Context: an optimization exercise on an open-source flow, tuned for small area and few clock cycles. The choices shown serve that exercise and are no tape-out recipe. The RTL was checked by simulation tests, not by an equivalence proof against the original design. The clock port is modelled as an ideal driver; clocking choices that lean on that would not hold on a real chip.

==> flow/design.v <==
`timescale 1ns/1ps
module conv_top (
  input  logic        clk,
  input  logic        reset,
  input  logic        ready,
  output logic        busy,
  output logic [9:0]  iaddr,
  output logic        ioe,
  input  logic [7:0]  idata,
  output logic        l0_wen,
  output logic [9:0]  l0_addr,
  output logic [11:0] l0_data,
  output logic        l1_wen,
  output logic [7:0]  l1_addr,
  output logic [11:0] l1_data
);
  localparam int img_dim   = 32;
  localparam int pos_w     = $clog2(img_dim);
  localparam int pixel_w   = 8;
  localparam int sum_w     = 12;    
  localparam int feat_w    = 12;    
  localparam int relu_w    = 11;    
  localparam int band_h    = 4;
  localparam int col_len   = band_h + 2;
  localparam int n_bands   = img_dim / band_h;
  localparam int band_w    = $clog2(n_bands);
  localparam int q_w       = $clog2(col_len);
  localparam int k_w       = $clog2(band_h);
  localparam int buf_len   = 2 * col_len + 2;    
  logic [band_w-1:0] b;
  logic [pos_w-1:0]  c;
  logic [q_w-1:0]    q;
  logic              prime;      
  logic [pixel_w-1:0] sr [buf_len];
  logic q_last, c_last, done;
  assign q_last = (q == q_w'(col_len - 1));
  assign c_last = &c;
  assign done   = !prime && (b == band_w'(n_bands - 1)) && c_last && q_last;
  always_ff @(posedge clk or posedge reset) begin
    if (reset)
      busy <= 1'b0;
    else if (!busy)
      busy <= ready;
    else if (done)
      busy <= 1'b0;
  end
  always_ff @(posedge clk) begin
    if (!busy) begin
      b     <= band_w'(n_bands - 1);
      c     <= pos_w'(img_dim - 2);
      q     <= q_w'(band_h - 1);
      prime <= 1'b1;
    end else begin
      q <= q_last ? '0 : q + 1'b1;
      if (q_last) begin
        c <= c + 1'b1;
        if (c_last) begin
          b     <= b + 1'b1;
          prime <= 1'b0;
        end
      end
    end
  end
  logic [q_w-1:0]    rd_slot;    
  logic              rd_next;    
  logic [pos_w:0]    rd_col;
  logic [band_w-1:0] rd_band;
  logic [pos_w-1:0]  rd_row;
  always_comb begin
    if (q >= q_w'(band_h - 1)) begin
      rd_slot = q - q_w'(band_h - 1);
      rd_next = 1'b1;
    end else begin
      rd_slot = q + 3'd3;
      rd_next = 1'b0;
    end
  end
  assign rd_col  = {1'b0, c} + (rd_next ? 6'd2 : 6'd1);
  assign rd_band = b + band_w'(rd_col[pos_w]);
  assign rd_row  = {rd_band, {k_w{1'b0}}} + rd_slot - 1'b1;   
  assign ioe   = busy;
  assign iaddr = {rd_row[pos_w-1:0], rd_col[pos_w-1:0]};
  logic zero_q;
  always_ff @(posedge clk)
    zero_q <= (rd_band == '0 && rd_slot == '0) ||
              (rd_band == band_w'(n_bands - 1) && rd_slot == q_w'(col_len - 1));
  logic wipe;
  assign wipe = (c_last && q != q_w'(col_len - 1)) ||
                (c == pos_w'(img_dim - 2) && q_last);
  always_ff @(posedge clk) begin
    sr[0] <= zero_q ? '0 : idata;
    for (int i = 1; i < buf_len; i++)
      sr[i] <= sr[i-1];
    if (wipe)
      sr[col_len + 1] <= '0;
  end
  logic [pixel_w-1:0] p_ul, p_ur, p_cc, p_cr, p_dl, p_dc, p_dr;
  assign p_dr = idata;
  assign p_cr = sr[0];
  assign p_ur = sr[1];
  assign p_dc = sr[col_len - 1];
  assign p_cc = sr[col_len];
  assign p_dl = sr[2 * col_len - 1];
  assign p_ul = sr[2 * col_len + 1];
  logic pad_r;
  assign pad_r = c_last;
  logic [pixel_w-1:0] m_ul, m_dl, m_ur, m_cr, m_dr, m_dc;
  assign m_ul = p_ul;
  assign m_dl = p_dl;
  assign m_ur = pad_r ? '0 : p_ur;
  assign m_cr = pad_r ? '0 : p_cr;
  assign m_dr = (pad_r || zero_q) ? '0 : p_dr;
  assign m_dc = p_dc;
  logic [relu_w-1:0] pos, neg;
  logic [relu_w:0]   diff;
  assign pos  = m_dl + p_cc + m_ur + {m_dc, 1'b0} + {m_cr, 1'b0};
  assign neg  = {m_ul, 1'b0} + {m_dr, 1'b0} + m_dr;
  assign diff = {1'b0, pos} - {1'b0, neg};
  logic [relu_w-1:0] feat;
  assign feat = diff[relu_w] ? '0 : diff[relu_w-1:0];
  logic valid;
  assign valid = busy && !prime && (q < q_w'(band_h));
  assign l0_wen  = valid;
  assign l0_addr = {b, q[k_w-1:0], c};
  assign l0_data = {1'b0, feat};
  logic [relu_w-1:0] acc [2];
  logic              sel, first, take;
  logic [relu_w-1:0] acc_cur;
  assign sel     = q[1] | (q[2] & q[0]);
  assign acc_cur = acc[sel];
  assign first   = !c[0] && !q[0];
  assign take    = first || (feat > acc_cur);
  always_ff @(posedge clk) begin
    if (valid && take)
      acc[sel] <= feat;
  end
  assign l1_wen  = busy && !prime && c[0] && q[2];
  assign l1_addr = {b, sel, c[pos_w-1:1]};
  assign l1_data = {1'b0, acc_cur};
endmodule
clock: 10.0 ns
lec_check: 0
cap_margin: 0
core_margin: 2
core_utilization: 40
cts_buf_list: sky130_fd_sc_hd__clkbuf_8
slew_margin: 0
standard.sh (not shown) runs the stock make flow with config.mk's settings and CLKGATE_MAP_FILE= SYNTH_SCRIPT=/design/flow/synth_recipe.tcl, a recipe that flattens the netlist after the stock synthesis.
==> flow/flow/run.sh <==
#!/bin/bash
# Standard synthesis, then its combinational logic re-mapped for area with
# the registers untouched, then the standard layout with the smallest
# buffer cell on the ports and a clock tree without dummy loads, whose
# lightly loaded buffers are then downsized (flow/post_cts.tcl).
set -euo pipefail
R=orfs/results/sky130hd/conv_top/base
LIB=$FLOW_HOME/platforms/sky130hd/lib/sky130_fd_sc_hd__tt_025C_1v80.lib
bash standard.sh synth > 1_standard_synth.log 2>&1
mkdir -p reopt
cp $R/1_2_yosys.v reopt/std_netlist.v
python3 flow/split_lib.py $LIB reopt > 2_split_lib.log 2>&1
yosys -s flow/reopt.ys > 3_reopt_yosys.log 2>&1
cp reopt/netlist.v $R/1_2_yosys.v
rm -f $R/1_synth.odb
bash standard.sh "BUFFER_PORTS_ARGS=-buffer_cell sky130_fd_sc_hd__buf_1" \
  "CTS_ARGS=$(cat flow/cts_args.txt)" "POST_CTS_TCL=$PWD/flow/post_cts.tcl" finish > 4_standard_layout.log 2>&1
==> flow/flow/post_cts.tcl <==
proc my_clk_slew_ps {} {
  set worst 0
  foreach pin [all_registers -clock_pins -edge_triggered] {
    foreach edge {rise fall} {
      foreach an {min max} {
        set s [expr {[sta::time_ui_sta [get_property $pin slew_${an}_$edge]] * 1e12}]
        set worst [expr {max($worst, $s)}]
      }
    }
  }
  return $worst
}
set my_slew_target 100.0
set my_small sky130_fd_sc_hd__clkbuf_4
estimate_parasitics -placement
puts "clock slew before downsizing: [my_clk_slew_ps] ps"
# the leaves first, the root (clkbuf_0_*) last
set my_bufs {}
foreach inst [[ord::get_db_block] getInsts] {
  if {[string match clkbuf_* [$inst getName]]} { lappend my_bufs $inst }
}
set my_bufs [lsort -command {apply {{a b} {
  expr {[string match clkbuf_0_* [$a getName]] - [string match clkbuf_0_* [$b getName]]}
}}} $my_bufs]
foreach inst $my_bufs {
  set name [$inst getName]
  set master [[$inst getMaster] getName]
  if {$master ne "sky130_fd_sc_hd__clkbuf_8"} { continue }
  replace_cell [get_cells $name] $my_small
  estimate_parasitics -placement
  set s [my_clk_slew_ps]
  if {$s > $my_slew_target} {
    replace_cell [get_cells $name] $master
    estimate_parasitics -placement
    puts "kept $name ($master): slew would be $s ps"
  } else {
    puts "downsized $name to $my_small: slew $s ps"
  }
}
puts "clock slew after downsizing: [my_clk_slew_ps] ps"
detailed_placement
estimate_parasitics -placement
==> flow/flow/reopt.ys <==
# Re-map the combinational logic of the standard synthesis for area. The
# flip-flops are black boxes here, so every register keeps its instance
# name and cell type.
read_liberty -lib reopt/seq.lib
read_liberty -ignore_miss_func reopt/comb.lib
read_verilog reopt/std_netlist.v
hierarchy -top conv_top
flatten
hierarchy -top conv_top
opt -purge
tee -o reopt/before.txt stat
abc -liberty reopt/map.lib -script flow/abc_area.scr
# the combinational cell models went with the flattening; give check their ports
read_liberty -lib reopt/map.lib
opt_clean -purge
hilomap -singleton -hicell sky130_fd_sc_hd__conb_1 HI -locell sky130_fd_sc_hd__conb_1 LO
insbuf -buf sky130_fd_sc_hd__buf_1 A X
splitnets
opt_clean -purge
check -assert
tee -o reopt/after.txt stat -liberty reopt/map.lib
write_verilog -noattr -nohex -nodec reopt/netlist.v
Other scripts of this flow, unchanged in this note and not shown: flow/flow/abc_area.scr, flow/flow/cts_args.txt, flow/flow/split_lib.py
The first run completed with no timing, DRC or antenna violations.
Testbench counts at the start, summed over its fixed seeds: cycles 49,472.
==> next run, changes <==
Settings changed: CAP_MARGIN 0 to 20, CORE_UTILIZATION 40 to 30, SLEW_MARGIN 0 to 20.
What happened: The new run went through all stages and came out clean. First-iteration DRC count falls slightly. Design area rises slightly. Critical path depth does not change. Clock-buffer cell count stays the same. Non-clock buffer count rises by 1. Fmax falls by a few percent. Register-to-register slack gains 0.16 ns. Worst setup slack loses 0.19 ns. Synthesized area does not change.
==> next run, changes <==
--- a/flow/flow/run.sh
+++ b/flow/flow/run.sh
@@ -4,2 +4 @@
-# buffer cell on the ports and a clock tree without dummy loads, whose
-# lightly loaded buffers are then downsized (flow/post_cts.tcl).
+# buffer cell on the ports and a clock tree without dummy loads.
@@ -17 +16 @@
-  "CTS_ARGS=$(cat flow/cts_args.txt)" "POST_CTS_TCL=$PWD/flow/post_cts.tcl" finish > 4_standard_layout.log 2>&1
+  "CTS_ARGS=$(cat flow/cts_args.txt)" finish > 4_standard_layout.log 2>&1
--- a/flow/flow/reopt.ys
+++ b/flow/flow/reopt.ys
@@ -17 +17 @@
-insbuf -buf sky130_fd_sc_hd__buf_1 A X
+insbuf -buf sky130_fd_sc_hd__buf_4 A X
Settings changed: CORE_UTILIZATION 30 to 40.
removed: flow/flow/post_cts.tcl
What happened: Wire length shrinks by 0.95%. Clock-buffer cell count does not change. Global-route usage came out higher by 3.2 points. Maximum frequency goes up by 0.79%. Register-to-register slack gains 0.24 ns. Worst setup slack is better by 0.072 ns. Critical path depth increases by 3. Synthesized area rose by 3.5%.

-- afterwards: timing with drivers on the ports --
In the flow no input, the clock included, has a driving cell. The finished layouts below were timed again as built, in two steps. Step 1 sets driving cells, clkbuf_16 on the clock port and buf_2 on the other inputs (assumed; they add their load-dependent delay and slew). Step 2 adds t to the input delays and takes it off the output delays; t is the mean of the earliest and latest rising clock arrival at the registers after step 1. Input paths then give back, and output paths get back, about the clock's delay inside the block. Slacks: ideal ports / drivers / drivers and shift; pairs: ideal ports / drivers.
| run | shift t [ns] | setup slack, ns | worst register clock-pin slew, ns | worst slew at a driven data input, ns |
|---|---|---|---|---|
| the first run | 0.452 | 0.911 / 0.882 / 0.735 | 0.10 / 0.10 | 0.03 |
| the second run | 0.451 | 0.721 / 0.690 / 0.566 | 0.10 / 0.10 | 0.05 |
| the third run | 0.467 | 0.793 / 0.761 / 0.657 | 0.09 / 0.09 | 0.04 |
After both steps every run listed still meets setup and hold. For the first run, which loses most, drivers alone change the setup slack by -0.029 ns; drivers and shift together by -0.176 ns.
